Background: an optimization exercise with open tools, aiming at small area and a short achievable clock period. Do not read the settings as production practice. The RTL was checked by simulation tests, not by an equivalence proof against the original design. Power is estimated from default activity; no workload was simulated.

==> flow/design.v <==
localparam [6:0] OP_IMM = 7'b0010011;
localparam [6:0] OP     = 7'b0110011;
localparam [2:0] F3_ADD  = 3'b000;
localparam [2:0] F3_SLL  = 3'b001;
localparam [2:0] F3_SLT  = 3'b010;
localparam [2:0] F3_SLTU = 3'b011;
localparam [2:0] F3_XOR  = 3'b100;
localparam [2:0] F3_SR   = 3'b101;   
localparam [2:0] F3_OR   = 3'b110;
localparam [2:0] F3_AND  = 3'b111;
`timescale 1ns/1ps
`default_nettype none
module aluUnit (
    input  logic        sub,
    input  logic        selAdd,
    input  logic        selSlt,
    input  logic        selSltu,
    input  logic        selSll,
    input  logic        selSr,
    input  logic        sra,
    input  logic        selXor,
    input  logic        selOr,
    input  logic        selAnd,
    input  logic [31:0] a,
    input  logic [31:0] b,
    output logic [31:0] result
);
    logic [31:0] bx;
    logic [33:0] t;
    logic [31:0] sum;
    logic        carry;
    logic        lessU, lessS;
    logic [4:0]  shamt;
    logic [31:0] sll, sr;
    logic        fill;
    assign bx    = b ^ {32{sub}};
    assign t     = {1'b0, a, 1'b1} + {1'b0, bx, sub};
    assign sum   = t[32:1];
    assign carry = t[33];
    assign lessU = ~carry;                                    
    assign lessS = (a[31] ^ b[31]) ? a[31] : sum[31];         
    assign shamt = b[4:0];
    assign fill  = sra & a[31];
    assign sll   = a << shamt;
    assign sr    = 32'($signed({fill, a}) >>> shamt);
    assign result = ({32{selAdd}} & sum)
                  | ({32{selSll}} & sll)
                  | ({32{selSr }} & sr)
                  | ({32{selXor}} & (a ^ b))
                  | ({32{selOr }} & (a | b))
                  | ({32{selAnd}} & (a & b))
                  | {31'b0, (selSlt & lessS) | (selSltu & lessU)};
endmodule
`default_nettype wire
`timescale 1ns/1ps
`default_nettype none
module regFile (
    input  logic        clk,
    input  logic        rst_n,
    input  logic [4:0]  rs1,
    input  logic [4:0]  rs2,
    output logic [31:0] rs1Data,
    output logic [31:0] rs2Data,
    input  logic        wrEn,
    input  logic [4:0]  wrReg,
    input  logic [31:0] wrData
);
    logic [31:0] regs [1:31];
    logic [31:1] valid;
    logic [31:1] we;
    logic [31:1] sel1, sel2;
    logic        byp1, byp2;
    always_comb begin
        for (int i = 1; i < 32; i++) begin
            we[i]   = wrEn && (wrReg == i[4:0]);
            sel1[i] = valid[i] && (rs1 == i[4:0]);
            sel2[i] = valid[i] && (rs2 == i[4:0]);
        end
    end
    always_ff @(posedge clk or negedge rst_n) begin
        if (!rst_n)
            valid <= '0;
        else
            valid <= valid | we;
    end
    always_ff @(posedge clk) begin
        for (int i = 1; i < 32; i++)
            if (we[i])
                regs[i] <= wrData;
    end
    assign byp1 = wrEn && (wrReg == rs1);
    assign byp2 = wrEn && (wrReg == rs2);
    always_comb begin
        rs1Data = '0;
        rs2Data = '0;
        for (int i = 1; i < 32; i++) begin
            rs1Data = rs1Data | ({32{sel1[i]}} & regs[i]);
            rs2Data = rs2Data | ({32{sel2[i]}} & regs[i]);
        end
        if (byp1) rs1Data = wrData;
        if (byp2) rs2Data = wrData;
    end
endmodule
`default_nettype wire
`timescale 1ns/1ps
`default_nettype none
module fetchUnit (
    input  logic        clk,
    input  logic        rst_n,
    output logic [31:0] imemAddr,
    input  logic [31:0] imemInsn,
    output logic        f_wen,
    output logic        f_isImm,
    output logic [4:0]  f_rd,
    output logic [4:0]  f_rs1,
    output logic [2:0]  f_funct3,
    output logic [11:0] f_imm      
);
localparam [6:0] OP_IMM = 7'b0010011;
localparam [6:0] OP     = 7'b0110011;
localparam [2:0] F3_ADD  = 3'b000;
localparam [2:0] F3_SLL  = 3'b001;
localparam [2:0] F3_SLT  = 3'b010;
localparam [2:0] F3_SLTU = 3'b011;
localparam [2:0] F3_XOR  = 3'b100;
localparam [2:0] F3_SR   = 3'b101;   
localparam [2:0] F3_OR   = 3'b110;
localparam [2:0] F3_AND  = 3'b111;
    logic [13:0] pcWord;    
    assign imemAddr = {16'h0000, pcWord, 2'b00};
    logic isOpImm, isOp;
    assign isOpImm = (imemInsn[6:0] == OP_IMM);
    assign isOp    = (imemInsn[6:0] == OP);
    always_ff @(posedge clk or negedge rst_n) begin
        if (!rst_n) begin
            pcWord <= '0;
            f_wen  <= 1'b0;
        end else begin
            pcWord <= pcWord + 14'd1;
            f_wen  <= (isOpImm || isOp) && (imemInsn[11:7] != 5'd0);
        end
    end
    always_ff @(posedge clk) begin
        f_isImm  <= ~imemInsn[5];           
        f_rd     <= imemInsn[11:7];
        f_rs1    <= imemInsn[19:15];
        f_funct3 <= imemInsn[14:12];
        f_imm    <= imemInsn[31:20];
    end
endmodule
`default_nettype wire
`timescale 1ns/1ps
`default_nettype none
module decodeStage (
    input  logic        clk,
    input  logic        rst_n,
    input  logic        f_wen,
    input  logic        f_isImm,
    input  logic [4:0]  f_rd,
    input  logic [4:0]  f_rs1,
    input  logic [2:0]  f_funct3,
    input  logic [11:0] f_imm,
    input  logic        wbValid,
    input  logic [4:0]  wbReg,
    input  logic [31:0] wbData,
    output logic        issueWen,
    output logic [4:0]  issueRd,
    output logic [31:0] issueA,
    output logic [31:0] issueB,
    output logic        issueFwdA,
    output logic        issueFwdB,
    output logic        issueSub,      
    output logic        issueSelAdd,
    output logic        issueSelSlt,
    output logic        issueSelSltu,
    output logic        issueSelSll,
    output logic        issueSelSr,
    output logic        issueSra,
    output logic        issueSelXor,
    output logic        issueSelOr,
    output logic        issueSelAnd
);
localparam [6:0] OP_IMM = 7'b0010011;
localparam [6:0] OP     = 7'b0110011;
localparam [2:0] F3_ADD  = 3'b000;
localparam [2:0] F3_SLL  = 3'b001;
localparam [2:0] F3_SLT  = 3'b010;
localparam [2:0] F3_SLTU = 3'b011;
localparam [2:0] F3_XOR  = 3'b100;
localparam [2:0] F3_SR   = 3'b101;   
localparam [2:0] F3_OR   = 3'b110;
localparam [2:0] F3_AND  = 3'b111;
    logic        d_wen;
    logic        d_isImm;
    logic [4:0]  d_rd;
    logic [4:0]  d_rs1;
    logic [2:0]  d_funct3;
    logic [11:0] d_imm;
    always_ff @(posedge clk or negedge rst_n) begin
        if (!rst_n)
            d_wen <= 1'b0;
        else
            d_wen <= f_wen;
    end
    always_ff @(posedge clk) begin
        d_isImm  <= f_isImm;
        d_rd     <= f_rd;
        d_rs1    <= f_rs1;
        d_funct3 <= f_funct3;
        d_imm    <= f_imm;
    end
    logic [4:0]  rs2;
    logic        altBit;
    logic [31:0] rs1Data, rs2Data;
    assign rs2    = d_imm[4:0];
    assign altBit = d_imm[10];      
    regFile regFile_inst (
        .clk     (clk),
        .rst_n   (rst_n),
        .rs1     (d_rs1),
        .rs2     (rs2),
        .rs1Data (rs1Data),
        .rs2Data (rs2Data),
        .wrEn    (wbValid),
        .wrReg   (wbReg),
        .wrData  (wbData)
    );
    always_ff @(posedge clk or negedge rst_n) begin
        if (!rst_n)
            issueWen <= 1'b0;
        else
            issueWen <= d_wen;
    end
    always_ff @(posedge clk) begin
        issueRd      <= d_rd;
        issueA       <= rs1Data;
        issueB       <= d_isImm ? {{20{d_imm[11]}}, d_imm} : rs2Data;
        issueFwdA    <= issueWen && (issueRd == d_rs1);
        issueFwdB    <= !d_isImm && issueWen && (issueRd == rs2);
        issueSub     <= (d_funct3 == F3_ADD && !d_isImm && altBit) ||
                        d_funct3 == F3_SLT || d_funct3 == F3_SLTU;
        issueSelAdd  <= d_funct3 == F3_ADD;
        issueSelSlt  <= d_funct3 == F3_SLT;
        issueSelSltu <= d_funct3 == F3_SLTU;
        issueSelSll  <= d_funct3 == F3_SLL;
        issueSelSr   <= d_funct3 == F3_SR;
        issueSra     <= altBit;
        issueSelXor  <= d_funct3 == F3_XOR;
        issueSelOr   <= d_funct3 == F3_OR;
        issueSelAnd  <= d_funct3 == F3_AND;
    end
endmodule
`default_nettype wire
`timescale 1ns/1ps
`default_nettype none
module executeStage (
    input  logic        clk,
    input  logic        rst_n,
    input  logic        issueWen,
    input  logic [4:0]  issueRd,
    input  logic [31:0] issueA,
    input  logic [31:0] issueB,
    input  logic        issueFwdA,
    input  logic        issueFwdB,
    input  logic        issueSub,
    input  logic        issueSelAdd,
    input  logic        issueSelSlt,
    input  logic        issueSelSltu,
    input  logic        issueSelSll,
    input  logic        issueSelSr,
    input  logic        issueSra,
    input  logic        issueSelXor,
    input  logic        issueSelOr,
    input  logic        issueSelAnd,
    output logic        wbValid,
    output logic [4:0]  wbReg,
    output logic [31:0] wbData
);
    logic [31:0] opA, opB, aluResult;
    assign opA = issueFwdA ? wbData : issueA;
    assign opB = issueFwdB ? wbData : issueB;
    aluUnit aluUnit_inst (
        .sub     (issueSub),
        .selAdd  (issueSelAdd),
        .selSlt  (issueSelSlt),
        .selSltu (issueSelSltu),
        .selSll  (issueSelSll),
        .selSr   (issueSelSr),
        .sra     (issueSra),
        .selXor  (issueSelXor),
        .selOr   (issueSelOr),
        .selAnd  (issueSelAnd),
        .a       (opA),
        .b       (opB),
        .result  (aluResult)
    );
    always_ff @(posedge clk or negedge rst_n) begin
        if (!rst_n)
            wbValid <= 1'b0;
        else
            wbValid <= issueWen;
    end
    always_ff @(posedge clk) begin
        wbReg  <= issueRd;
        wbData <= aluResult;
    end
endmodule
`default_nettype wire
`timescale 1ns/1ps
`default_nettype none
module rvCore (
    input  logic        clk,
    input  logic        rst_n,
    output logic [31:0] imemAddr,
    input  logic [31:0] imemInsn,
    output logic        retireValid,
    output logic [4:0]  retireReg,
    output logic [31:0] retireData
);
    logic        f_wen;
    logic        f_isImm;
    logic [4:0]  f_rd;
    logic [4:0]  f_rs1;
    logic [2:0]  f_funct3;
    logic [11:0] f_imm;
    logic        issueWen;
    logic [4:0]  issueRd;
    logic [31:0] issueA;
    logic [31:0] issueB;
    logic        issueFwdA;
    logic        issueFwdB;
    logic        issueSub;
    logic        issueSelAdd;
    logic        issueSelSlt;
    logic        issueSelSltu;
    logic        issueSelSll;
    logic        issueSelSr;
    logic        issueSra;
    logic        issueSelXor;
    logic        issueSelOr;
    logic        issueSelAnd;
    fetchUnit fetchUnit_inst (
        .clk      (clk),
        .rst_n    (rst_n),
        .imemAddr (imemAddr),
        .imemInsn (imemInsn),
        .f_wen    (f_wen),
        .f_isImm  (f_isImm),
        .f_rd     (f_rd),
        .f_rs1    (f_rs1),
        .f_funct3 (f_funct3),
        .f_imm    (f_imm)
    );
    decodeStage decodeStage_inst (
        .clk          (clk),
        .rst_n        (rst_n),
        .f_wen        (f_wen),
        .f_isImm      (f_isImm),
        .f_rd         (f_rd),
        .f_rs1        (f_rs1),
        .f_funct3     (f_funct3),
        .f_imm        (f_imm),
        .wbValid      (retireValid),
        .wbReg        (retireReg),
        .wbData       (retireData),
        .issueWen     (issueWen),
        .issueRd      (issueRd),
        .issueA       (issueA),
        .issueB       (issueB),
        .issueFwdA    (issueFwdA),
        .issueFwdB    (issueFwdB),
        .issueSub     (issueSub),
        .issueSelAdd  (issueSelAdd),
        .issueSelSlt  (issueSelSlt),
        .issueSelSltu (issueSelSltu),
        .issueSelSll  (issueSelSll),
        .issueSelSr   (issueSelSr),
        .issueSra     (issueSra),
        .issueSelXor  (issueSelXor),
        .issueSelOr   (issueSelOr),
        .issueSelAnd  (issueSelAnd)
    );
    executeStage executeStage_inst (
        .clk          (clk),
        .rst_n        (rst_n),
        .issueWen     (issueWen),
        .issueRd      (issueRd),
        .issueA       (issueA),
        .issueB       (issueB),
        .issueFwdA    (issueFwdA),
        .issueFwdB    (issueFwdB),
        .issueSub     (issueSub),
        .issueSelAdd  (issueSelAdd),
        .issueSelSlt  (issueSelSlt),
        .issueSelSltu (issueSelSltu),
        .issueSelSll  (issueSelSll),
        .issueSelSr   (issueSelSr),
        .issueSra     (issueSra),
        .issueSelXor  (issueSelXor),
        .issueSelOr   (issueSelOr),
        .issueSelAnd  (issueSelAnd),
        .wbValid      (retireValid),
        .wbReg        (retireReg),
        .wbData       (retireData)
    );
endmodule
`default_nettype wire
==> flow/run.sh <==
#!/bin/bash
# synth_recipe.tcl (not shown) runs the flow's synth.tcl, then flattens the netlist and writes it again
# the make line also repeats each setting of config.mk as NAME=value (left out here)
make -C /OpenROAD-flow-scripts/flow DESIGN_CONFIG=/design/flow/config.mk WORK_HOME=/design/flow/orfs CLKGATE_MAP_FILE= SYNTH_SCRIPT=/design/flow/synth_recipe.tcl finish
==> flow/config.mk <==
export PLATFORM = sky130hd
export DESIGN_NAME = rvCore
export DESIGN_NICKNAME = rvCore
export VERILOG_FILES = /design/flow/design.v
export SDC_FILE = /design/flow/constraint.sdc
export NUM_CORES = 4
export LEC_CHECK = 0
export CAP_MARGIN = 20
export CORE_MARGIN = 2
export CORE_UTILIZATION = 45
export PLACE_DENSITY = 0.6
export SLEW_MARGIN = 20
==> flow/constraint.sdc <==
create_clock -name core_clock -period 6.0 [get_ports {clk}]
set_input_delay 1.2000 -clock core_clock [delete_from_list [all_inputs] [get_ports {clk}]]
set_output_delay 1.2000 -clock core_clock [all_outputs]
set_load 0.01 [all_outputs]
==> results of run 1 <==
final cells by class:
class | instances | area share, %
sequential | 1211 | 54.25
clock buffer | 162 | 5.531
tap | 1625 | 3.204
inverter | 72 | 0.4259
timing repair buffer | 303 | 4.173
multi-input combinational | 2614 | 30.78
clock inverter | 77 | 1.570
antenna | 15 | 0.05916
metrics by stage:
stage	instances	utilization, %	total power [mW]	instance area, µm²	hold slack (ps)
2_1_floorplan	4282	-	9.876	55350	309.6
3_3_place_gp	5819	48.21	10.25	58750	311.4
3_5_place_dp	5822	48.26	10.25	58820	312.1
4_1_cts	6061	51.96	18.68	63330	302.7
5_1_grt	6065	52.03	19.08	63420	306.8
6_report	6079	52.06	18.74	63450	320.5
cell families (layout without fill, tap and decap cells):
kind of cell,after synthesis,after routing,share of synthesized area [%]
XOR/XNOR,85,85,1.346
AND/OR/NAND/NOR,843,843,7.626
multiplexers,199,199,3.736
buffers and inverters,457,614,3.322
adder cells (fa/ha/maj),98,98,2.218
AO/OA/AOI/OAI,1371,1371,19.50
other,1,33,0.006782
flip-flops,1211,1211,62.25
flip-flops by register name, indices dropped and copies added, names as in the netlist, 3 cells and up:
| register | flops |
|---|---|
| decodeStage_inst.regFile_inst.regs | 992 |
| decodeStage_inst.issueA | 32 |
| decodeStage_inst.issueB | 32 |
| executeStage_inst.wbData | 32 |
| decodeStage_inst.regFile_inst.valid | 31 |
| fetchUnit_inst.pcWord | 14 |
| decodeStage_inst.d_imm | 12 |
| fetchUnit_inst.f_imm | 12 |
| decodeStage_inst.d_rd | 5 |
| decodeStage_inst.d_rs1 | 5 |
| decodeStage_inst.issueRd | 5 |
| executeStage_inst.wbReg | 5 |
| fetchUnit_inst.f_rd | 5 |
| fetchUnit_inst.f_rs1 | 5 |
| decodeStage_inst.d_funct3 | 3 |
| fetchUnit_inst.f_funct3 | 3 |
cell usage after synthesis (all sizes together), types with 11 or more instances:
library cell  instances
edfxtp              992
clkbuf              311
a22oi               306
a221oi              301
a22o                300
mux2i               179
nor2                172
dfxtp               170
nand2               168
nand3               123
nand4               118
a21oi               115
ha                   98
o21ai                94
and3                 81
nor3                 77
buf                  74
inv                  72
a222oi               64
xnor2                58
dfrtp                49
or2                  37
o211ai               36
o31ai                33
xor2                 27
mux2                 16
nand2b               15
a211oi               14
a21o                 14
a31oi                13
o21a                 12
nor3b                11
power by group through the flow:
stage	Combinational [mW]	Sequential, mW	Clock [mW]
6_report	0.838	9.28	8.62
5_1_grt	0.868	9.28	8.93
4_1_cts	0.801	9.28	8.61
3_5_place_dp	0.799	9.45	0
3_3_place_gp	0.798	9.45	0
2_1_floorplan	0.364	9.51	0
path summary, 6_finish.rpt:
path / startpoint / endpoint / slack, ps / depth (start not counted)
setup / recovery: decodeStage_inst.issueFwdA$_DFF_P_ / executeStage_inst.wbData[29]$_DFF_P_ / 1490 / 10
hold reg to reg: fetchUnit_inst.f_rd[0]$_DFF_P_ / decodeStage_inst.d_rd[0]$_DFF_P_ / 320 / 0
hold / removal: fetchUnit_inst.f_rd[0]$_DFF_P_ / decodeStage_inst.d_rd[0]$_DFF_P_ / 320 / 0
max in group asynchronous: rst_n / fetchUnit_inst.pcWord[0]$_DFF_PN0_ / 5000 / 2
min in group asynchronous: rst_n / decodeStage_inst.regFile_inst.valid[27]$_DFF_PN0_ / 540 / 2
setup reg to reg: decodeStage_inst.issueFwdA$_DFF_P_ / executeStage_inst.wbData[29]$_DFF_P_ / 1490 / 10
metal layers:
| metal | vias to the layer above | routed length, µm |
|---|---|---|
| met1 | 22910 | 88390 |
| met2 | 5288 | 110000 |
| met3 | 1704 | 47720 |
| met5 | - | 405 |
| li1 | 17510 | - |
| met4 | 28 | 25480 |
critical path, delay by kind of cell (launching register included):
family	cells	cell delay (ps)
fa+ha+maj	1	430
mux	2	570
compound gates	4	1470
flops	1	880
buf+inv	2	590
simple gates	1	420
==> run notes, run 1 <==
The post-detailed-routing wire length is 272000 µm. The delay of the slowest critical-path stage is between 800 and 900 ps. The initial antenna violation count came out at 21. The pre-CTS worst setup slack came out at ~1600 ps. The number of warnings issued by yosys came out at 5. Setup repair after global routing left no endpoint under its margin. The maximum number of pins on one net before global-route repair came out at 53. The final RePlAce weighted congestion came out at ~1. After clock tree synthesis, the clock-pin slew on the worst setup and hold paths is ~60 ps. The first routing iteration left 10940 violations. The sequential cells in the finished layout cover a total of around 0.034 mm².

The post-cts gate resize count came out at 0. CTS placed an instance of clkbuf_16 at the clock tree root. The net total in the final layout is 4465. Once detailed placement completed, the half-perimeter wirelength came to about 160000 µm. The floorplan die height is 354.5 µm. The count of clock tree sinks is roughly 1200. The flip-flop cell with the highest count after synthesis is edfxtp_1. The worst endpoint data arrival time is between 5000 and 6000 ps.

The row count came out at about 130. The library cell used most frequently in the layout, excluding fill and tap cells, is edfxtp_1. The overall fraction of global-route tracks in use came out at about two fifths.

The overall die area is 0.1257 mm². The global routing met3 resource utilization came out at 20.00%. The fmax came out at ~220 MHz. The detailed-route wire length per cell came out at about 45 µm.

The detail-routed via count per cell is between 7 and 8. The required time of the critical path is 6660 ps. Global routing consumed, on the met1 layer, roughly 50% of the routing resources. Walking the worst path, the cells encountered are buf_4 > mux2i_1 > inv_1 > ha_1 > o211ai_1 > or3_1 > o31ai_2 > a31oi_1 > mux2i_1 > a211o_1. The number of synthesized register bits is about 1200. The latest clock arrival within the worst-skew pair came out at slightly below 800 ps. The number of hold-repair buffers added at the cts stage came out at 0.

In this run the horizontal extent of the chip is 354.5 µm. The DRC violations left came out at 0. The met2 track utilization from global routing is between 50 and 60%. The initial cell density of the core is between 40% and 50%.

The boundary pin count is roughly 100. From synthesis to final layout, the design area changed by 14.76%. The areal power density over the cells is 295.3 mW/mm². The final worst-path setup slack came out at roughly 1500 ps. The clock tree synthesis step divided the H-tree into 4 levels. The critical path class is register to register.

The final setup violation count is 0. The area of the multi-input gates came out at a little under 0.02 mm². The net switching power of the design came out at ~4.3 mW. The number of buffers inserted by post-CTS setup repair is 0. The part of the Yosys area used for sequential elements is slightly above 60%. The synthesized area per cell came out at roughly 13 µm². The number of antenna-violating nets in the routed design is 0. The quantity of I/O buffers inserted on ports is 85. In the final timing run, aggregate negative setup slack is 0 ps. Fill cells in the final layout number between 10000 and 15000.

The maximum number of buffers from clock root to sink came out at 3. The headroom to the max-slew limit came out at a little over an eighth. The slew of the pin with the lowest slew margin came out at between 1000 and 1500 ps. By area the synthesized netlist is led by edfxtp_1 54%, dfxtp_1 6.2%, a221oi_1 4.8%. The largest total area in the synthesized netlist belongs to edfxtp_1. The run finished with no timing, DRC or antenna violations. In this run, flip-flops and latches consume roughly 50% of the power. TritonCTS built the clock tree.

The post-synth design cell area is between 0.05 and 0.06 mm². In the layout the commonest cells are 992 x edfxtp_1, 306 x a22oi_1, 301 x a221oi_1. The worst setup path is launched from a register. The area inside the core boundary is ~0.12 mm². The share of total power in combinational logic is 4.5%. The unique cell type count in the Yosys netlist is a little under 80.

Net switching is between 20% and 30% of the power. Between clock sinks in the finished design, the worst skew comes to roughly 26 ps. The tightest min-delay check is of the register to register type. The number of detailed-route iterations in the first pass came out at 13.

The gate count of the mapped netlist is 4265. Of the available clock period, the critical path in the final layout requires roughly three quarters. Of all nets on the critical path, the largest fanout is 23.

The wire length of the first global-routing pass came out at roughly 360000 µm. Cells with a size suffix above 1 make up between 10% and 20% of the layout. The clock buffer count from CTS is roughly 130.

The internal portion of the total power is 14.47 mW. The worst setup path is captured at a register. The share of flip-flops with an asynchronous set or reset after synthesis is 4.046%. In this design, the critical path's most frequently occurring cell is mux2i_1. The total overflow reported by the global router is 0. The via count of the first global-routing pass came to about 44000.

The synthesized design contains 992 enable-type register cells. The number of hold violations in the final report came to 0. The global routing stage identified its most utilized layer as met2. The fraction of power consumed by the clock network is a little under half. The max-slew violation count is 0.

IR analysis of the VDD net gives a maximum drop of 0.2660 mV. The tool flagged a number of max-cap violations equal to 0. After synthesis, the largest area contributor takes up 53.88% of total cell area. The total number of vias came out at approximately 47000. The shortest clock period the worst path allows after layout is between 4000 and 5000 ps. The slowest stage of the critical path belongs to the cell dfxtp_2.

The leakage power came out at about 24 nW.
==> run 2, diff against run 1 <==
--- a/flow/config.mk
+++ b/flow/config.mk
@@ -9,4 +9,5 @@
 export CORE_MARGIN = 2
-export CORE_UTILIZATION = 45
-export PLACE_DENSITY = 0.6
+export CORE_UTILIZATION = 55
+export PLACE_DENSITY = 0.65
+export SETUP_SLACK_MARGIN = 3.0
 export SLEW_MARGIN = 20
==> run notes, run 2 <==
The number of synthesized register bits was 1211 (unchanged). The worst-case clock skew is 66.45 ps (+40.10 ps). The switching share of power came out at 23.26% (+0.51 points).

The DRC violations left is 0 (unchanged). More flip-flops sit in one register than any other, and that register is decodeStage_inst.regFile_inst.regs. In this run the worst hold path is classified as register to register. The quantity of I/O buffers inserted on ports was 85 (unchanged). The floorplan die height came out at 321.1 µm (-9.4%). The overall fraction of global-route tracks in use came to 51.51% (+9.6 points). The final setup violation count came out at 0 (unchanged). The starting DRC count in detailed routing is 12680 (+16%).

The maximum number of buffers from clock root to sink came out at 3 (unchanged). The level count of the clock H-tree is 3 (-1). The initial cell density of the core was 55.37% (+10 points). The total overflow reported by the global router is 0 (unchanged).

The latest clock arrival within the worst-skew pair is 780 ps (about the same). The net switching power of the design is 4.208 mW (-1.3%). The clock input transition at the sequential cells of the worst setup and hold paths is 70 ps (about the same). The maximum number of pins on one net before global-route repair came to 65 (+23%). The setup total negative slack was 0 ps (unchanged). The required time of the critical path is 6600 ps (-60 ps).

Following the worst setup path forward leads to its endpoint at decodeStage_inst.issueA[2]$_DFF_P_. The sequential group share of total power came to 51.5% (+2.0 points). The row count came out at 116 (-9.4%). The worst setup path is of the register to register kind. STA classifies the critical path endpoint as a register. The max-slew violation count was 0 (unchanged).

The placed standard-cell area came out at 0.05828 mm² (-0.91%). The final worst-path cycle share came out at 55.19% (-20 points). The number of warnings issued by yosys came out at 5 (unchanged). The worst endpoint data arrival time is 3920 ps (-1260 ps). The worst hold margin came out at 323.7 ps (+3.145 ps).

The detailed-route wire length per cell came out at 46.66 µm (+4.3%). The final RePlAce weighted congestion is 1.038 (+2.4%). The share of cells above drive strength 1 is 21.25% (+7.6 points). For this run, the leading register cell type out of synthesis is edfxtp_1. The fmax is 302.0 MHz (+36%). The maximum fanout count along the critical path came out at 15 (-35%). The number of hold-repair buffers added at the cts stage is 0 (unchanged). The worst hold path begins at fetchUnit_inst.f_imm[0]$_DFF_P_. The post-detailed-routing wire length is 276800 µm (+1.8%). The number of cells traversed by the worst register-to-register path is 8 (-2). The internal power summed over all cells came to 13.88 mW (-4.1%). The slew of the pin with the lowest slew margin was 1307 ps (+18.94 ps). The width of the chip is 321.1 µm (-9.4%). The cell sitting at the root of the clock tree is a clkbuf_16. The headroom to the max-slew limit came to 12.66% (-0.81 points). The top cell type's share of synthesized area came out at 53.88% (unchanged). The number of flops mapped to enable cells by yosys came out at 992 (unchanged).

The most common library cell in the layout ignoring fill and taps is edfxtp_1. The detail-routed via count per cell came to 8.391 (+7.5%). The HPWL after detailed placement came out at 155300 µm (-4.4%). The flip-flop count of the largest register after layout is 992 (unchanged).

The part of the Yosys area used for sequential elements came out at 62.25% (unchanged). The boundary pin count is 104 (unchanged). Setup repair after global routing could not meet its margin everywhere. After synthesis, the cell types taking the most area are edfxtp_1 54%, dfxtp_1 6.2%, a221oi_1 4.8%. The beginning of the worst register-to-register path is decodeStage_inst.d_rs1[2]$_DFF_P_. The via count of the first global-routing pass is 44860 (+2.3%). The final core utilization is 66.49% (+14 points).

The count of clock tree sinks came out at 1211 (unchanged). The worst reg-to-reg setup slack came out at 2690 ps (+1200 ps). Tracing the worst setup path back leads to its startpoint at decodeStage_inst.d_rs1[2]$_DFF_P_. The most repeated cell in the gate-level netlist after synthesis is edfxtp_1. The top cell types in the final layout, fill and taps aside, are 992 x edfxtp_1, 306 x a22oi_1, 300 x a22o_1, 300 x a221oi_1, 284 x buf_4.

The area of all sequential standard cells came out at 0.03455 mm² (+0.35%). The unique cell type count in the Yosys netlist came out at 79 (unchanged). The initial antenna violation count came out at 32 (+52%). The leakage power came out at 25.19 nW (+5.0%).

The area added between synthesis and finish came out at 20.08%. STA classifies the critical path startpoint as a register. The post-synth design cell area came to 0.05529 mm² (unchanged). The overall die area was 0.1031 mm² (-18%). The net total in the final layout was 4627 (+3.6%). The flow ran to the end and the layout has no timing, DRC or antenna violations. The number of fill cells is 7175 (-30%). The wire length of the first global-routing pass came out at 364200 µm (+0.24%). The number of antenna-violating nets in the routed design came out at 0 (unchanged). The maximum ir drop on the vdd rail came out at 0.3211 mV (+21%).

The cell accounting for the most synthesized area is edfxtp_1. The share of total power in combinational logic is 6.1% (+1.6 points). In this run the critical register-to-register path is captured at decodeStage_inst.issueA[2]$_DFF_P_.

The commonest cells after synthesis are 992 x edfxtp_1, 311 x clkbuf_1, 306 x a22oi_1. The synthesized area per cell is 12.96 µm² (unchanged). The clock buffer count from CTS was 119 (-9.2%). The share of flip-flops with an asynchronous set or reset after synthesis came to 4.046% (unchanged).

The clock tree from TritonCTS is built. The areal power density over the cells is 272.4 mW/mm² (-7.7%). The area inside the core boundary was 0.09986 mm² (-18%).

The fraction of power consumed by the clock network is 42.4% (-3.6 points). The gate count of the mapped netlist came out at 4265 (unchanged). The total number of vias is 49770 (+4.9%). The shortest clock period the worst path allows after layout came out at 3312 ps (-1202 ps).

The number of detailed-route iterations in the first pass is 14 (+1). The number of hold violations in the final report came out at 0 (unchanged). The final instance area is 0.06639 mm² (+4.6%).

The max-cap check violation count came out at 0 (unchanged). The area of the multi-input gates is 0.02106 mm² (+7.8%).
-- run 2: kinds of logic after synthesis --
kind of cell	count (synthesis)	share of synthesized area [%]
buffers and inverters	457	3.322
and+or+nand+nor	843	7.626
xor gates and xnor gates	85	1.346
adders and majority gates	98	2.218
DFF	1211	62.25
AOI/OAI and AO/OA	1371	19.50
muxes	199	3.736
other	1	0.006782
-- run 2: critical path: stages, from the launching register on --
cell	delay [ps]
dfxtp_2	500
nand2_1	110
nor2_2	640
and3_2	680
buf_4	530
a222oi_1	150
nand3_1	110
nor3_1	80
a21oi_1	310
-- run 2: worst min path at each step --
stage / to / cells past startpoint
final: decodeStage_inst.d_imm[0]$_DFF_P_ / 0
after global routing: decodeStage_inst.d_imm[8]$_DFF_P_ / 0
after CTS: decodeStage_inst.d_imm[0]$_DFF_P_ / 0
after detailed placement: decodeStage_inst.d_rd[3]$_DFF_P_ / 0
after global placement: decodeStage_inst.d_imm[0]$_DFF_P_ / 0
after floorplan: decodeStage_inst.d_funct3[0]$_DFF_P_ / 0
-- run 2: routing by layer --
metal	global-route usage [%]	routed length, µm
met1	63.01	88020
met2	69.74	105100
met3	26.55	53600
met4	36.49	29860
met5	0.7092	223
-- run 2: through the flow --
| step | total power, mW | instances | worst slack, ps |
|---|---|---|---|
| after floorplan | 9.902 | 4282 | 2893 |
| after global placement | 10.24 | 5451 | 1682 |
| after detailed placement | 10.24 | 5453 | 1749 |
| after CTS | 17.92 | 5822 | 2800 |
| after global routing | 18.37 | 5900 | 2641 |
| final | 18.09 | 5931 | 2688 |
-- run 2: timing repair --
item | 4_1_cts | 5_1_grt
gates resized for setup | 347 | 106
setup endpoints to repair | 188 | 109
pin swaps | 50 | 44
setup buffers | 133 | 67
cloned | 13 | 6
-- run 2: power by group through the flow --
stage / clock network [mW] / logic [mW] / registers, mW
detailed placement: 0 / 0.714 / 9.53
floorplan: 0 / 0.385 / 9.52
finish: 7.67 / 1.11 / 9.31
CTS: 7.62 / 1.00 / 9.30
global route: 7.93 / 1.13 / 9.30
global placement: 0 / 0.712 / 9.53
-- run 2: cell type report --
class                           instances  area share (%)
Antenna cell                           36          0.1357
Multi-Input combinational cell       2619           31.72
Tap cell                             1298           2.446
Sequential cell                      1211           52.03
Clock inverter                         65          0.9404
Timing Repair Buffer                  471           7.214
Timing Repair inverter                  1         0.01696
Clock buffer                          158           5.028
Inverter                               72          0.4617
==> run 3, diff against run 2 <==
--- a/flow/design.v
+++ b/flow/design.v
@@ -24,20 +24,15 @@
     input  logic [31:0] a,
-    input  logic [31:0] b,
+    input  logic [31:0] bx,
+    input  logic [4:0]  shamt,
     output logic [31:0] result
 );
-    logic [31:0] bx;
-    logic [33:0] t;
+    logic [32:0] t;
     logic [31:0] sum;
-    logic        carry;
     logic        lessU, lessS;
-    logic [4:0]  shamt;
     logic [31:0] sll, sr;
     logic        fill;
-    assign bx    = b ^ {32{sub}};
-    assign t     = {1'b0, a, 1'b1} + {1'b0, bx, sub};
+    assign t     = {a, 1'b1} + {bx, sub};
     assign sum   = t[32:1];
-    assign carry = t[33];
-    assign lessU = ~carry;                                    
-    assign lessS = (a[31] ^ b[31]) ? a[31] : sum[31];         
-    assign shamt = b[4:0];
+    assign lessU = (a[31] ~^ bx[31]) ? ~bx[31] : sum[31];    
+    assign lessS = (a[31] ~^ bx[31]) ?  a[31]  : sum[31];    
     assign fill  = sra & a[31];
@@ -48,5 +43,5 @@
                   | ({32{selSr }} & sr)
-                  | ({32{selXor}} & (a ^ b))
-                  | ({32{selOr }} & (a | b))
-                  | ({32{selAnd}} & (a & b))
+                  | ({32{selXor}} & (a ^ bx))
+                  | ({32{selOr }} & (a | bx))
+                  | ({32{selAnd}} & (a & bx))
                   | {31'b0, (selSlt & lessS) | (selSltu & lessU)};
@@ -59,4 +54,8 @@
     input  logic        rst_n,
-    input  logic [4:0]  rs1,
-    input  logic [4:0]  rs2,
+    input  logic [3:0]  rs1Hi,      
+    input  logic [7:0]  rs1Lo,      
+    input  logic [3:0]  rs2Hi,
+    input  logic [7:0]  rs2Lo,
+    input  logic        byp1,       
+    input  logic        byp2,
     output logic [31:0] rs1Data,
@@ -71,3 +70,2 @@
     logic [31:1] sel1, sel2;
-    logic        byp1, byp2;
     always_comb begin
@@ -75,4 +73,4 @@
             we[i]   = wrEn && (wrReg == i[4:0]);
-            sel1[i] = valid[i] && (rs1 == i[4:0]);
-            sel2[i] = valid[i] && (rs2 == i[4:0]);
+            sel1[i] = valid[i] && rs1Hi[i / 8] && rs1Lo[i % 8];
+            sel2[i] = valid[i] && rs2Hi[i / 8] && rs2Lo[i % 8];
         end
@@ -90,4 +88,2 @@
     end
-    assign byp1 = wrEn && (wrReg == rs1);
-    assign byp2 = wrEn && (wrReg == rs2);
     always_comb begin
@@ -165,2 +161,3 @@
     input  logic [31:0] wbData,
+    input  logic [31:0] aluResult,     
     output logic        issueWen,
@@ -168,5 +165,4 @@
     output logic [31:0] issueA,
-    output logic [31:0] issueB,
-    output logic        issueFwdA,
-    output logic        issueFwdB,
+    output logic [31:0] issueB,        
+    output logic [4:0]  issueShamt,    
     output logic        issueSub,      
@@ -198,7 +194,25 @@
     logic [11:0] d_imm;
+    logic [3:0]  d_rs1Hi, d_rs2Hi;
+    logic [7:0]  d_rs1Lo, d_rs2Lo;
+    logic        d_byp1, d_byp2;
     always_ff @(posedge clk or negedge rst_n) begin
-        if (!rst_n)
-            d_wen <= 1'b0;
-        else
-            d_wen <= f_wen;
+        if (!rst_n) begin
+            d_wen  <= 1'b0;
+            d_byp1 <= 1'b0;
+            d_byp2 <= 1'b0;
+        end else begin
+            d_wen  <= f_wen;
+            d_byp1 <= issueWen && (issueRd == f_rs1);
+            d_byp2 <= issueWen && (issueRd == f_imm[4:0]);
+        end
+    end
+    always_ff @(posedge clk) begin
+        for (int j = 0; j < 4; j++) begin
+            d_rs1Hi[j] <= (f_rs1[4:3] == j[1:0]);
+            d_rs2Hi[j] <= (f_imm[4:3] == j[1:0]);
+        end
+        for (int j = 0; j < 8; j++) begin
+            d_rs1Lo[j] <= (f_rs1[2:0] == j[2:0]);
+            d_rs2Lo[j] <= (f_imm[2:0] == j[2:0]);
+        end
     end
@@ -219,4 +233,8 @@
         .rst_n   (rst_n),
-        .rs1     (d_rs1),
-        .rs2     (rs2),
+        .rs1Hi   (d_rs1Hi),
+        .rs1Lo   (d_rs1Lo),
+        .rs2Hi   (d_rs2Hi),
+        .rs2Lo   (d_rs2Lo),
+        .byp1    (d_byp1),
+        .byp2    (d_byp2),
         .rs1Data (rs1Data),
@@ -227,2 +245,10 @@
     );
+    logic subNext, fwdANext, fwdBNext, shiftNext;
+    logic [31:0] bNext;
+    assign subNext  = (d_funct3 == F3_ADD && !d_isImm && altBit) ||
+                      d_funct3 == F3_SLT || d_funct3 == F3_SLTU;
+    assign fwdANext = issueWen && (issueRd == d_rs1);
+    assign fwdBNext = !d_isImm && issueWen && (issueRd == rs2);
+    assign bNext    = d_isImm ? {{20{d_imm[11]}}, d_imm} : rs2Data;
+    assign shiftNext = (d_funct3 == F3_SLL) || (d_funct3 == F3_SR);
     always_ff @(posedge clk or negedge rst_n) begin
@@ -235,8 +261,6 @@
         issueRd      <= d_rd;
-        issueA       <= rs1Data;
-        issueB       <= d_isImm ? {{20{d_imm[11]}}, d_imm} : rs2Data;
-        issueFwdA    <= issueWen && (issueRd == d_rs1);
-        issueFwdB    <= !d_isImm && issueWen && (issueRd == rs2);
-        issueSub     <= (d_funct3 == F3_ADD && !d_isImm && altBit) ||
-                        d_funct3 == F3_SLT || d_funct3 == F3_SLTU;
+        issueA       <= fwdANext ? aluResult : rs1Data;
+        issueB       <= (fwdBNext ? aluResult : bNext) ^ {32{subNext}};
+        issueShamt   <= !shiftNext ? 5'd0 : fwdBNext ? aluResult[4:0] : bNext[4:0];
+        issueSub     <= subNext;
         issueSelAdd  <= d_funct3 == F3_ADD;
@@ -262,4 +286,3 @@
     input  logic [31:0] issueB,
-    input  logic        issueFwdA,
-    input  logic        issueFwdB,
+    input  logic [4:0]  issueShamt,
     input  logic        issueSub,
@@ -274,9 +297,9 @@
     input  logic        issueSelAnd,
+    output logic [31:0] aluResult,
     output logic        wbValid,
     output logic [4:0]  wbReg,
-    output logic [31:0] wbData
+    output logic [31:0] wbData,
+    output logic [4:0]  retireReg,
+    output logic [31:0] retireData
 );
-    logic [31:0] opA, opB, aluResult;
-    assign opA = issueFwdA ? wbData : issueA;
-    assign opB = issueFwdB ? wbData : issueB;
     aluUnit aluUnit_inst (
@@ -292,4 +315,5 @@
         .selAnd  (issueSelAnd),
-        .a       (opA),
-        .b       (opB),
+        .a       (issueA),
+        .bx      (issueB),
+        .shamt   (issueShamt),
         .result  (aluResult)
@@ -297,6 +321,11 @@
     always_ff @(posedge clk or negedge rst_n) begin
-        if (!rst_n)
-            wbValid <= 1'b0;
-        else
-            wbValid <= issueWen;
+        if (!rst_n) begin
+            wbValid    <= 1'b0;
+            retireReg  <= '0;
+            retireData <= '0;
+        end else begin
+            wbValid    <= issueWen;
+            retireReg  <= issueRd;
+            retireData <= aluResult;
+        end
     end
@@ -329,4 +358,6 @@
     logic [31:0] issueB;
-    logic        issueFwdA;
-    logic        issueFwdB;
+    logic [4:0]  issueShamt;
+    logic [31:0] aluResult;
+    logic [4:0]  wbReg;
+    logic [31:0] wbData;
     logic        issueSub;
@@ -363,4 +394,5 @@
         .wbValid      (retireValid),
-        .wbReg        (retireReg),
-        .wbData       (retireData),
+        .wbReg        (wbReg),
+        .wbData       (wbData),
+        .aluResult    (aluResult),
         .issueWen     (issueWen),
@@ -369,4 +401,3 @@
         .issueB       (issueB),
-        .issueFwdA    (issueFwdA),
-        .issueFwdB    (issueFwdB),
+        .issueShamt   (issueShamt),
         .issueSub     (issueSub),
@@ -389,4 +420,3 @@
         .issueB       (issueB),
-        .issueFwdA    (issueFwdA),
-        .issueFwdB    (issueFwdB),
+        .issueShamt   (issueShamt),
         .issueSub     (issueSub),
@@ -401,5 +431,8 @@
         .issueSelAnd  (issueSelAnd),
+        .aluResult    (aluResult),
         .wbValid      (retireValid),
-        .wbReg        (retireReg),
-        .wbData       (retireData)
+        .wbReg        (wbReg),
+        .wbData       (wbData),
+        .retireReg    (retireReg),
+        .retireData   (retireData)
     );
==> flow/flow/run.sh (new file) <==
#!/bin/bash
# The standard layout (standard.sh: its synthesis script, settings and
# ORFS steps), with one change: Yosys's full/half-adder extraction is off
# (ADDER_MAP_FILE empty), so ABC maps the ALU's adder as plain logic instead
# of chaining fa/ha cells. Registers and everything else are unchanged.
# ORFS writes each step's full log under orfs/logs/; make's own output goes
# to flow_make.log here.
set -euo pipefail
bash standard.sh ADDER_MAP_FILE= finish > flow_make.log 2>&1
==> flow/standard.sh (new file) <==
#!/bin/bash
# synth_recipe.tcl (not shown) runs the flow's synth.tcl, then flattens the netlist and writes it again
# the make line also repeats each setting of config.mk as NAME=value (left out here)
make -C /OpenROAD-flow-scripts/flow DESIGN_CONFIG=/design/flow/config.mk WORK_HOME=/design/flow/orfs CLKGATE_MAP_FILE= SYNTH_SCRIPT=/design/flow/synth_recipe.tcl "${@:-finish}"
removed: flow/run.sh
==> run notes, run 3 <==
The number of detailed-route iterations in the first pass is 12 (-2). The number of antenna-violating nets in the routed design is 0 (unchanged). The adder and majority gate portion of the synthesized area was 0.2558% (-2.0 points). The total number of vias is 48980 (-1.6%).

The boundary pin count came out at 104 (unchanged). After synthesis, the most frequently instantiated cells are 992 x edfxtp_1, 338 x a22oi_1, 335 x clkbuf_1. The clock tree from TritonCTS is built. The unique cell type count in the Yosys netlist came out at 89 (+13%). The setup total negative slack came out at 0 ps (unchanged).

The endpoint identified for the worst register-to-register timing path is decodeStage_inst.issueA[22]$_DFF_P_. The floorplan die height is 325.2 µm (+1.3%). The maximum number of pins on one net before global-route repair came out at 57 (-12%). In the layout the commonest cells are 992 x edfxtp_1, 337 x a22oi_1, 322 x a221oi_1. The worst setup path is launched from a register. The sequential group share of total power is 51.2% (-0.3 points). The number of hold violations in the final report came out at 0 (unchanged). The most used flip-flop cell after synthesis is edfxtp_1. The synthesized area per cell is 13.17 µm² (+1.6%). In this run the worst hold path is classified as register to register. By area the synthesized netlist is led by edfxtp_1 52%, dfxtp_1 7.0%, a221oi_1 5.1%. The width of the chip came out at 325.2 µm (+1.3%). The initial antenna violation count is 19 (-41%).

The flip-flop count of the largest register after layout is 992 (unchanged). The initial cell density of the core came out at 55.61% (+0.24 points). Setup repair after global routing could not meet its margin everywhere. The synthesized design spends more area on one cell type than any other, namely edfxtp_1. The share of the synthesized area in compound gates (AO/OA/AOI/OAI) is 20.35% (+0.86 points). The latest clock arrival within the worst-skew pair came to 770 ps (about the same). The slew of the pin with the lowest slew margin is 1300 ps (-6.836 ps). The overall die area came out at 0.1058 mm² (+2.6%).

The share of cells above drive strength 1 came out at 20.24% (-1.0 points). The share of flip-flops with an asynchronous set or reset after synthesis came out at 6.891% (+2.8 points). edfxtp_1 is the most common cell in the netlist. The switching share of power is 22.28% (-0.99 points). The starting DRC count in detailed routing is 10940 (-14%).

The quantity of I/O buffers inserted on ports is 85 (unchanged). The number of cells traversed by the worst register-to-register path came out at 8 (unchanged). The worst hold path terminates at decodeStage_inst.d_imm[10]$_DFF_P_.

The total overflow reported by the global router came out at 0 (unchanged). The areal power density over the cells is 293.5 mW/mm² (+7.7%). The wire length of the first global-routing pass is 364200 µm (about the same). The fraction of power consumed by the clock network is 44.6% (+2.2 points).

The internal power summed over all cells was 15.14 mW (+9.1%). The HPWL after detailed placement is 154400 µm (-0.59%). The maximum ir drop on the vdd rail came out at 0.2723 mV (-15%).

The number of flops mapped to enable cells by yosys came out at 992 (unchanged). The clock input transition at the sequential cells of the worst setup and hold paths was 70 ps (about the same). The max-cap check violation count is 0 (unchanged). The required time of the critical path is 6690 ps (+90 ps).

The library cell used most frequently in the layout, excluding fill and tap cells, is edfxtp_1. The final setup violation count came out at 0 (unchanged). The detailed-route wire length per cell came to 46.13 µm (-1.2%). The max-slew violation count came to 0 (unchanged).

The share of total power in combinational logic was 4.2% (-1.9 points). CTS placed an instance of clkbuf_16 at the clock tree root. The level count of the clock H-tree came out at 4 (+1).

The detail-routed via count per cell came to 8.331 (-0.71%). The maximum number of buffers from clock root to sink was 3 (unchanged). The startpoint identified for the worst register-to-register timing path is decodeStage_inst.d_rs1Hi[3]$_DFF_P_. The leakage power was 23.18 nW (-8.0%). The number of fill cells came out at 7534 (+5.0%).

By area, the combinational part of the netlist is dominated by compound AO/OA/AOI/OAI gates. The area added between synthesis and finish came out at 16.95%. The top cell type's share of synthesized area came to 52.50% (-1.4 points). The worst-case clock skew came out at 35.64 ps (-30.81 ps). The via count of the first global-routing pass came to 45350 (+1.1%). The worst endpoint data arrival time was 3960 ps (+40 ps). The critical path class is register to register.

The maximum fanout count along the critical path is 23 (+8). The post-synth design cell area was 0.05674 mm² (+2.6%). The post-detailed-routing wire length was 271200 µm (-2.0%).

The overall fraction of global-route tracks in use is 49.91% (-1.6 points). The total power came out at 19.48 mW (+7.7%). The row count came out at 117 (+0.86%).

The headroom to the max-slew limit is 13.32% (+0.66 points). The count of clock tree sinks is 1277 (+5.5%). The DRC violations left came to 0 (unchanged). The gate count of the mapped netlist is 4308 (+1.0%).

The number of cells on the worst hold path was 0 (unchanged). The fmax was 305.8 MHz (+1.3%). The part of the Yosys area used for sequential elements was 63.33% (+1.1 points). The net total in the final layout came out at 4422 (-4.4%).

In this run the most critical hold path is launched from fetchUnit_inst.f_imm[10]$_DFF_P_. The worst reg-to-reg setup slack came to 2730 ps (+40 ps). The number of warnings issued by yosys came out at 5 (unchanged).

The register with the most flip-flops in the final layout is decodeStage_inst.regFile_inst.regs. The run finished with no timing, DRC or antenna violations. The area inside the core boundary is 0.1020 mm² (+2.2%). The shortest clock period the worst path allows after layout is 3270 ps (-41.35 ps).

The share of synthesized cell area in and, or, nand and nor gates was 6.840% (-0.79 points). The net switching power of the design is 4.339 mW (+3.1%). The post-synthesis share of cell area spent on xor and xnor gates is 1.846% (+0.50 points).

The final worst-path cycle share came out at 54.51% (-0.69 points). The clock buffer count from CTS came to 132 (+11%). The final RePlAce weighted congestion came out at 1.012 (-2.5%).

The worst setup path is captured at a register. The number of synthesized register bits came out at 1277 (+5.5%). The multiplexer area fraction after synthesis is 3.890% (+0.15 points). The start point of the critical path is decodeStage_inst.d_rs1Hi[3]$_DFF_P_.
## run 3: layer usage
| layer | global-route usage, % | wire length [µm] | vias to the layer above |
|---|---|---|---|
| li1 | - | - | 17760 |
| met5 | 1.223 | 874 | - |
| met2 | 68.43 | 106800 | 5737 |
| met3 | 26.96 | 50610 | 1986 |
| met1 | 59.28 | 84640 | 23460 |
| met4 | 35.78 | 28230 | 42 |
## run 3: worst max path at each step
stage                                                endpoint  slack, ps  cells past startpoint
after floorplan           decodeStage_inst.issueB[20]$_DFF_P_       3120                     12
final                     decodeStage_inst.issueA[22]$_DFF_P_       2730                      8
after global routing      decodeStage_inst.issueB[29]$_DFF_P_       2840                      9
after CTS                 decodeStage_inst.issueB[30]$_DFF_P_       2900                     10
after detailed placement  decodeStage_inst.issueB[30]$_DFF_P_       2020                     10
after global placement    decodeStage_inst.issueB[30]$_DFF_P_       2030                     10
## run 3: layout make-up
class | count | area [µm²] | share of cell area (%)
clock inverter | 69 | 882.1 | 1.329
multi-input combinational | 2556 | 20430 | 30.78
sequential | 1277 | 36060 | 54.34
inverter | 62 | 245.2 | 0.3695
clock buffer | 173 | 3677 | 5.541
tap | 1368 | 1712 | 2.579
timing repair buffer | 359 | 3321 | 5.004
antenna | 15 | 37.54 | 0.05656
## run 3: stage by stage
step / worst slack [ps] / hold WS, ps / area (µm²) / std cells / util, %
floorplan: 3120 / 309.6 / 56810 / 4325 / -
global placement: 2025 / 312.0 / 59340 / 5528 / 58.16
detailed placement: 2021 / 312.1 / 59380 / 5529 / 58.20
CTS: 2901 / 324.6 / 64940 / 5794 / 63.65
global route: 2842 / 330.5 / 66320 / 5864 / 65.00
finish: 2730 / 322.8 / 66360 / 5879 / 65.04
## run 3: timing repair
action / CTS / global route
gates cloned: 1 / 3
resized for setup: 180 / 182
pin swaps: 17 / 50
setup buffers: 22 / 65
hold buffers: 0 / 0
endpoints found under the setup margin: 135 / 81
## run 3: logic make-up after synthesis
logic type | Yosys count
buffers and inverters | 492
AO/OA/AOI/OAI | 1515
AND/OR/NAND/NOR | 758
adder cells (fa/ha/maj) | 14
multiplexers | 134
other | 1
flip-flops | 1277
XOR/XNOR | 117
## run 3: critical path: stages (launching register included)
cell and delay [ps]:
dfxtp_1 530, and3_2 720, buf_6 490, a22o_1 200
a221oi_1 60, nand4_1 130, nor3_1 80, a21oi_2 640
mux2_2 300
## run 3: power groups by stage
| stage | clock network (mW) | logic, mW | registers [mW] |
|---|---|---|---|
| final | 8.69 | 0.811 | 9.97 |
| after global routing | 9.01 | 0.842 | 9.99 |
| after CTS | 8.66 | 0.736 | 9.96 |
| after detailed placement | 0 | 0.690 | 10.1 |
| after global placement | 0 | 0.688 | 10.1 |
| after floorplan | 0 | 0.402 | 10.1 |
==> run 4, diff against run 3 <==
--- a/flow/config.mk
+++ b/flow/config.mk
@@ -9,4 +9,4 @@
 export CORE_MARGIN = 2
-export CORE_UTILIZATION = 55
-export PLACE_DENSITY = 0.65
+export CORE_UTILIZATION = 45
+export PLACE_DENSITY = 0.6
 export SETUP_SLACK_MARGIN = 3.0
==> run notes, run 4 <==
The run finished with no timing, DRC or antenna violations. Leaving out fill and tap cells, the most frequent cell in the layout is edfxtp_1. In this run the most critical hold path is launched from fetchUnit_inst.f_funct3[1]$_DFF_P_. The most used flip-flop cell after synthesis is edfxtp_1. By instance count, the leading cell after synthesis is edfxtp_1. The shortest clock period the worst path allows after layout is 3241 ps (-29.75 ps). The number of flops mapped to enable cells by yosys is 992 (unchanged). The net total in the final layout was 4429 (+0.16%). The number of hold-repair buffers added at the cts stage came out at 0 (unchanged). TritonCTS built the clock tree. The placed cell count is 5795 (+4.8%). The DRC violations left is 0 (unchanged). The max-cap check violation count is 0 (unchanged).

The max-slew violation count is 0 (unchanged). The number of synthesized register bits is 1277 (unchanged). The number of detailed-route iterations in the first pass came to 10 (-2).

The overall fraction of global-route tracks in use is 41.93% (-8.0 points). The cell accounting for the most synthesized area is edfxtp_1. The required time of the critical path came out at 6650 ps (-40 ps). The beginning of the worst register-to-register path is decodeStage_inst.d_rs1Hi[2]$_DFF_P_. The part of the Yosys area used for sequential elements came to 63.33% (unchanged).

The number of cells traversed by the worst register-to-register path came out at 9 (+1). The library cells used most frequently in the layout, excluding fill and tap cells, are 992 x edfxtp_1, 336 x a22oi_1, 321 x a221oi_1. The worst reg-to-reg setup slack came out at 2760 ps (+30 ps). The maximum number of buffers from clock root to sink came to 3 (unchanged).

The row count was 130 (+11%). The maximum number of pins on one net before global-route repair came to 59 (+3.5%). The number of cells on the worst hold path came out at 0 (unchanged). The total overflow reported by the global router came to 0 (unchanged).

The post-synth design cell area was 0.05674 mm² (unchanged). The worst-case clock skew came out at 28.84 ps (-6.808 ps). The leakage power is 23.26 nW (+0.36%).

The via count of the first global-routing pass is 45180 (-0.39%). The starting DRC count in detailed routing is 10490 (-4.1%). The share of flip-flops with an asynchronous set or reset after synthesis is 6.891% (unchanged).

In this run the worst setup path begins at decodeStage_inst.d_rs1Hi[2]$_DFF_P_. The area added between synthesis and finish is 17.63%. The boundary pin count came out at 104 (unchanged). The filler-free cell count of the finished design is 6170 (+4.9%).

The detail-routed via count per cell came out at 7.917 (-5.0%). The headroom to the max-slew limit came to 11.35% (-2.0 points). The HPWL after detailed placement came out at 156400 µm (+1.3%). The total power came out at 19.64 mW (+0.80%). decodeStage_inst.regFile_inst.regs holds more flip-flops than any other register. The initial antenna violation count came to 20 (+1). The floorplan die height is 359.1 µm (+10%). By count the netlist is led by 992 x edfxtp_1, 338 x a22oi_1, 335 x clkbuf_1. The areal power density over the cells came out at 294.2 mW/mm² (+0.22%). The startpoint type of the worst setup path is a register. The wire length of the first global-routing pass came to 374300 µm (+2.8%). The width of the chip is 359.1 µm (+10%). The total number of vias is 48850 (-0.27%). The clock input transition at the sequential cells of the worst setup and hold paths is 60 ps (about the same).

The number of antenna-violating nets in the routed design came out at 0 (unchanged). The critical path in this run is classified as register to register. The number of warnings issued by yosys is 5 (unchanged). The latest clock arrival within the worst-skew pair is 790 ps (+20 ps). The hold-critical path endpoint is decodeStage_inst.d_funct3[1]$_DFF_P_. The level count of the clock H-tree is 4 (unchanged). The clock tree root driver cell is clkbuf_16. The setup total negative slack is 0 ps (unchanged). The quantity of I/O buffers inserted on ports is 85 (unchanged).

The worst endpoint data arrival time was 3890 ps (-70 ps). The worst hold margin came out at 323.9 ps (+1.142 ps). The top cell type's share of synthesized area came out at 52.50% (unchanged). The final RePlAce weighted congestion came to 0.9885 (-2.4%). The initial cell density of the core came to 45.25% (-10 points).

The final setup violation count came out at 0 (unchanged). The maximum fanout count along the critical path is 22 (-4.3%). The fmax came out at 308.6 MHz (+0.92%). Setup repair after global routing could not meet its margin everywhere.

The number of hold violations in the final report was 0 (unchanged). The maximum ir drop on the vdd rail came out at 0.2420 mV (-11%). The sort of element at the end of the critical path is a register.

The number of fill cells came out at 10320 (+37%). The synthesized area per cell is 13.17 µm² (unchanged). The area of all sequential standard cells came out at 0.03607 mm² (about the same). The overall die area came out at 0.1290 mm² (+22%). The classification of the worst-slack hold path is register to register. The gate count of the mapped netlist was 4308 (unchanged). The worst register-to-register path ends at decodeStage_inst.issueA[11]$_DFF_P_. The area of the multi-input gates is 0.02045 mm² (+0.12%). The detailed-route wire length per cell came out at 45.51 µm (-1.3%). The share of cells above drive strength 1 is 20.43% (+0.19 points).

The slew of the pin with the lowest slew margin is 1330 ps (+29.63 ps). The flip-flop count of the largest register after layout came out at 992 (unchanged). The post-detailed-routing wire length came out at 280800 µm (+3.5%). The clock buffer count from CTS is 137 (+3.8%).

After synthesis, the cell types taking the most area are edfxtp_1 52%, dfxtp_1 7.0%, a221oi_1 5.1%. The count of clock tree sinks came out at 1277 (unchanged). The unique cell type count in the Yosys netlist was 89 (unchanged). The final worst-path cycle share came out at 54.01% (-0.50 points).

The area inside the core boundary came to 0.1254 mm² (+23%).
[run 4: changes by cell type in the layout (fill, tap and decap cells not counted), moves of 6 or more]
cell             previous run  this run
clkbuf_16                 143       150
clkdlybuf4s50_1            82        73
clkinv_2                   16        24
dlygate4sd2_1               1        10
o21ai_0                    52        64
o21ai_1                    18         8
o32ai_1                    15         9
[run 4: repair_timing]
item                                    CTS  global route
cloned                                    6             4
setup buffers                            47            52
pin swaps                                23            33
endpoints found under the setup margin  162           142
resized for setup                       186           159
[run 4: through the flow]
step | cell area (µm²) | utilization [%] | setup slack [ps]
after detailed placement | 59580 | 47.51 | 1945
final | 66750 | 53.23 | 2759
after global routing | 66710 | 53.19 | 2888
after CTS | 65400 | 52.15 | 2866
after floorplan | 56810 | - | 3120
after global placement | 59570 | 47.50 | 1846
[run 4: area by class of cell]
type                            count  share of cell area [%]
Timing Repair Buffer              355                   4.879
Inverter                           62                  0.3561
Clock inverter                     69                   1.100
Multi-Input combinational cell   2562                   30.64
Clock buffer                      178                   5.822
Antenna cell                       17                 0.06373
Sequential cell                  1277                   54.04
Tap cell                         1650                   3.093
[run 4: where the power goes]
group	total, mW	leakage (nW)	internal (mW)	switching [mW]
sequential	10.0	12.6	9.72	0.290
combinational	0.783	8.36	0.294	0.489
clock	8.84	2.25	5.14	3.70
total	19.6	23.3	15.2	4.48
[run 4: critical path, stage by stage (launching register included)]
cell      delay (ps)
dfxtp_1          690
and3_4           600
buf_6            480
a22o_1           230
a221oi_1          50
nand4_1          140
nor3_1            70
a21oi_2          450
nand2_1          110
o21ai_1          240
[run 4: cell families after synthesis]
logic type,synth area share (%)
compound gates,20.35
xor+xnor,1.846
fa+ha+maj,0.2558
buf+inv,3.482
flops,63.33
mux,3.890
other cells,0.006609
simple gates,6.840
[run 4: layer usage]
layer / GRT usage [%] / vias to the layer above / part of all wire, %
met3: 20.39 / 1820 / 18
li1: - / 17770 / -
met2: 58.54 / 5650 / 40
met5: 1.184 / - / 0.24
met1: 49.78 / 23580 / 32
met4: 31.17 / 28 / 10
[run 4: worst max path at each step]
stage                                                      to  slack [ps]  cells after the start
after detailed placement  decodeStage_inst.issueB[11]$_DFF_P_        1940                     11
after floorplan           decodeStage_inst.issueB[20]$_DFF_P_        3120                     12
after global placement    decodeStage_inst.issueB[11]$_DFF_P_        1850                     11
after CTS                 decodeStage_inst.issueB[27]$_DFF_P_        2870                     10
after global routing      decodeStage_inst.issueB[27]$_DFF_P_        2890                     10
final                     decodeStage_inst.issueA[11]$_DFF_P_        2760                      9
==> run 5, diff against run 4 <==
==> flow/flow/run.sh (replaced) <==
#!/bin/bash
# The standard layout (standard.sh: its synthesis script, settings and
# ORFS steps), with two changes:
#  - Yosys's full/half-adder extraction is off (ADDER_MAP_FILE empty), so ABC
#    maps the ALU's adder as plain logic instead of chaining fa/ha cells;
#  - clock tree synthesis runs without dummy loads (same CTS arguments as
#    ORFS's default otherwise).
# Registers and everything else are unchanged. ORFS writes each step's full
# log under orfs/logs/; make's own output goes to flow_make.log here.
set -euo pipefail
bash standard.sh ADDER_MAP_FILE= \
  "CTS_ARGS=-sink_clustering_enable -repair_clock_nets -dont_use_dummy_load" \
  finish > flow_make.log 2>&1
==> run notes, run 5 <==
The net total in the final layout is 4451 (+0.50%). The number of hold-repair buffers added at the cts stage is 0 (unchanged). The worst reg-to-reg setup slack is 2760 ps (about the same). The max-slew violation count is 0 (unchanged). By instance count, the cell type seen most on the critical path is buf_4. The via count of the first global-routing pass was 44860 (-0.71%).

The placed standard-cell area was 0.05958 mm² (unchanged). The quantity of I/O buffers inserted on ports is 85 (unchanged). The maximum ir drop on the vdd rail came out at 0.2405 mV (-0.62%). The setup total negative slack came out at 0 ps (unchanged). The shortest clock period the worst path allows after layout is 3235 ps (-5.220 ps). The starting DRC count in detailed routing was 10360 (-1.2%). The number of antenna-violating nets in the routed design came out at 0 (unchanged). The max-cap check violation count came to 0 (unchanged). The net switching power of the design is 4.098 mW (-8.5%).

The detailed-route wire length per cell came out at 46.19 µm (+1.5%). Among all stages on the critical path, the largest delay is contributed by dfxtp_1. After synthesis, the most frequently instantiated cells are 992 x edfxtp_1, 338 x a22oi_1, 335 x clkbuf_1. The width of the chip is 359.1 µm (unchanged). The number of fill cells came out at 10410 (+0.84%). The share of cells above drive strength 1 came out at 20.16% (-0.27 points). The post-synth design cell area is 0.05674 mm² (unchanged). The latest clock arrival within the worst-skew pair is 780 ps (about the same). The clock input transition at the sequential cells of the worst setup and hold paths is 60 ps (about the same). The area inside the core boundary was 0.1254 mm² (unchanged). The top cell type's share of synthesized area came out at 52.50% (unchanged). The delay of the slowest critical-path stage is 580 ps (-110 ps). The synthesized area per cell came out at 13.17 µm² (unchanged). The final setup violation count came out at 0 (unchanged). The adder and majority gate portion of the synthesized area is 0.2558% (unchanged). The worst path buffer plus inverter count came out at 2 (+1). The share of synthesized cell area in and, or, nand and nor gates is 6.840% (unchanged). The placed cell count came out at 5795 (unchanged). The flow ran to the end and the layout has no timing, DRC or antenna violations.

The floorplan die height came to 359.1 µm (unchanged). The total power came out at 18.11 mW (-7.8%). The area of all sequential standard cells was 0.03608 mm² (about the same). The overall die area is 0.1290 mm² (unchanged).

The part of the Yosys area used for sequential elements is 63.33% (unchanged). The final instance area is 0.06573 mm² (-1.5%). More flip-flops sit in one register than any other, and that register is decodeStage_inst.regFile_inst.regs. The count of clock tree sinks came out at 1277 (unchanged). The required time of the critical path is 6730 ps (+80 ps). The share of total power in combinational logic is 4.3% (+0.3 points).

The HPWL after detailed placement is 156400 µm (unchanged). The initial antenna violation count came out at 21 (+5.0%). The level count of the clock H-tree was 4 (unchanged). The post-synthesis share of cell area spent on xor and xnor gates came to 1.846% (unchanged). Among cell families on the critical path, the largest total delay comes from buffers and inverters. The area of the multi-input gates is 0.02051 mm² (+0.27%). The slew of the pin with the lowest slew margin is 1303 ps (-26.56 ps).

The number of flops mapped to enable cells by yosys is 992 (unchanged). The number of synthesized register bits is 1277 (unchanged). The initial cell density of the core came out at 45.25% (unchanged).

The final worst-path setup slack is 2765 ps (+5.220 ps). The overall fraction of global-route tracks in use is 41.96% (about the same). By startpoint and endpoint, the worst setup path is classified as register to register.

The filler-free cell count of the finished design is 6086 (-1.4%). The headroom to the max-slew limit came out at 13.12% (+1.8 points). The fmax came out at 309.1 MHz (+0.16%).

The multiplexer area fraction after synthesis is 3.890% (unchanged). Leaving out fill and tap cells, the most frequent cell in the layout is edfxtp_1. The detail-routed via count per cell was 8.041 (+1.6%). Setup repair after global routing could not meet its margin everywhere.

TritonCTS built the clock tree. STA classifies the critical path endpoint as a register. The pre-CTS worst setup slack came out at 1945 ps (unchanged).

The maximum number of pins on one net before global-route repair came to 59 (unchanged). Leaving out fill and tap cells, the most frequent cells in the layout are 992 x edfxtp_1, 336 x a22oi_1, 320 x a221oi_1. The switching share of power is 22.62% (-0.19 points). By area the synthesized netlist is led by edfxtp_1 52%, dfxtp_1 7.0%, a221oi_1 5.1%. The DRC violations left is 0 (unchanged). After synthesis, the largest family of logic cells by area is compound AO/OA/AOI/OAI gates.

The share of flip-flops with an asynchronous set or reset after synthesis came to 6.891% (unchanged). The number of warnings issued by yosys is 5 (unchanged). Traced cell by cell, the critical path runs through and3_4 > buf_4 > buf_4 > a22o_1 > a221oi_1 > nand4_1 > nor3_1 > a21oi_1 > mux2_2. The boundary pin count came to 104 (unchanged). Compared with the post-synthesis result, the final layout area differs by 15.84%. The path class of the tightest hold or removal check is register to register. The number of hold violations in the final report came out at 0 (unchanged). The most used flip-flop cell after synthesis is edfxtp_1.

The leakage power came to 22.80 nW (-2.0%). The final RePlAce weighted congestion is 0.9885 (unchanged). The unique cell type count in the Yosys netlist came to 89 (unchanged). STA classifies the critical path startpoint as a register. The areal power density over the cells came to 275.6 mW/mm² (-6.3%). The maximum number of buffers from clock root to sink is 3 (unchanged). The flip-flop count of the largest register after layout came to 992 (unchanged).

The row count is 130 (unchanged). The worst endpoint data arrival time came out at 3960 ps (+70 ps). The most common cell in the synthesized netlist is edfxtp_1. The number of detailed-route iterations in the first pass is 10 (unchanged). The maximum fanout count along the critical path is 15 (-32%). The final worst-path cycle share is 53.92% (-0.087 points).

The fraction of power consumed by the clock network came out at 40.3% (-4.7 points). The total overflow reported by the global router came out at 0 (unchanged). The sequential group share of total power is 55.3% (+4.3 points). The gate count of the mapped netlist came out at 4308 (unchanged). The total number of vias came out at 48940 (+0.18%). The tree is rooted in a clkbuf_16. The wire length of the first global-routing pass was 374100 µm (about the same). The share of the synthesized area in compound gates (AO/OA/AOI/OAI) is 20.35% (unchanged).

The clock buffer count from CTS came to 137 (unchanged). The post-detailed-routing wire length came out at 281100 µm (+0.13%). The worst-case clock skew is 50.67 ps (+21.83 ps).

The largest total area in the synthesized netlist belongs to edfxtp_1. The internal power summed over all cells came to 14.02 mW (-7.5%).
run 5: cell counts after synthesis:
No cell type changed its count.
run 5: final timing paths:
| path | from | to | depth (start not counted) |
|---|---|---|---|
| max | decodeStage_inst.d_rs1Lo[5]$_DFF_P_ | decodeStage_inst.issueA[28]$_DFF_P_ | 9 |
| max reg2reg | decodeStage_inst.d_rs1Lo[5]$_DFF_P_ | decodeStage_inst.issueA[28]$_DFF_P_ | 9 |
| min reg2reg | fetchUnit_inst.f_funct3[1]$_DFF_P_ | decodeStage_inst.d_funct3[1]$_DFF_P_ | 0 |
| min | fetchUnit_inst.f_funct3[1]$_DFF_P_ | decodeStage_inst.d_funct3[1]$_DFF_P_ | 0 |
| max in group asynchronous | rst_n | executeStage_inst.retireData[22]$_DFF_PN0_ | 2 |
| min in group asynchronous | rst_n | decodeStage_inst.regFile_inst.valid[6]$_DFF_PN0_ | 1 |
run 5: layer usage:
layer	vias up	part of all wire, %	track usage [%]
li1	17700	-	-
met3	1835	18	20.24
met5	-	0.18	0.7029
met2	5776	40	58.79
met4	20	10	30.74
met1	23610	32	49.95
run 5: timing repair:
item                       4_1_cts  5_1_grt
setup endpoints to repair      169      122
gates resized for setup        188      166
pin swaps                       24       36
gates cloned                     6        3
setup buffers                   52       69
run 5: cells by family after synthesis:
family / count (synthesis)
compound gates: 1515
xor+xnor: 117
fa+ha+maj: 14
buf+inv: 492
flops: 1277
mux: 134
other cells: 1
simple gates: 758
run 5: worst reg2reg max path: stages (launching register included):
cell	delay [ps]
dfxtp_1	580
and3_4	450
buf_4	410
buf_4	520
a22o_1	230
a221oi_1	50
nand4_1	150
nor3_1	60
a21oi_1	480
mux2_2	270
run 5: cell type report:
| class | instances | share of cell area, % |
|---|---|---|
| flip-flops and latches | 1277 | 54.88 |
| repair buffers | 377 | 5.117 |
| multi-input cells | 2562 | 31.20 |
| clock buffers | 137 | 5.215 |
| diodes | 21 | 0.07995 |
| well taps | 1650 | 3.141 |
| inverters | 62 | 0.3617 |
run 5: power groups by stage:
| stage | registers [mW] | clock network [mW] | logic [mW] |
|---|---|---|---|
| final | 10.0 | 7.31 | 0.786 |
| after global routing | 10.0 | 7.58 | 0.816 |
| after CTS | 9.99 | 7.26 | 0.710 |
| after detailed placement | 10.2 | 0 | 0.663 |
| after global placement | 10.2 | 0 | 0.663 |
| after floorplan | 10.1 | 0 | 0.402 |
run 5: through the flow:
step | util (%) | hold WS (ps)
floorplan | - | 309.6
global placement | 47.50 | 310.6
detailed placement | 47.51 | 312.1
CTS | 51.23 | 321.5
global route | 52.38 | 322.2
finish | 52.42 | 320.9

## separate check: timing with driven ports
The results above use ideal ports. As a check the final layouts listed here were re-extracted and re-timed, cells and wires unchanged. Step 1, drivers: a clkbuf_16 drives clk and a buf_2 each remaining input, both assumed. Step 2 times the ports against the registers' clock, not the clock port: input delays grow and output delays shrink by t, the midpoint of the rising clock arrivals with the driver on. Slacks: no drivers / after step 1 / after step 2; pairs: no drivers / after step 1.
run | t, ns | slack for setup (ns)
run 1 | 0.849 | 1.487 / 1.487 / 1.487
run 2 | 0.819 | 2.688 / 2.688 / 2.688
run 3 | 0.822 | 2.730 / 2.730 / 2.730
run 4 | 0.857 | 2.759 / 2.759 / 2.759
run 5 | 0.840 | 2.765 / 2.765 / 2.765
After both steps setup and hold are still met in every run listed.
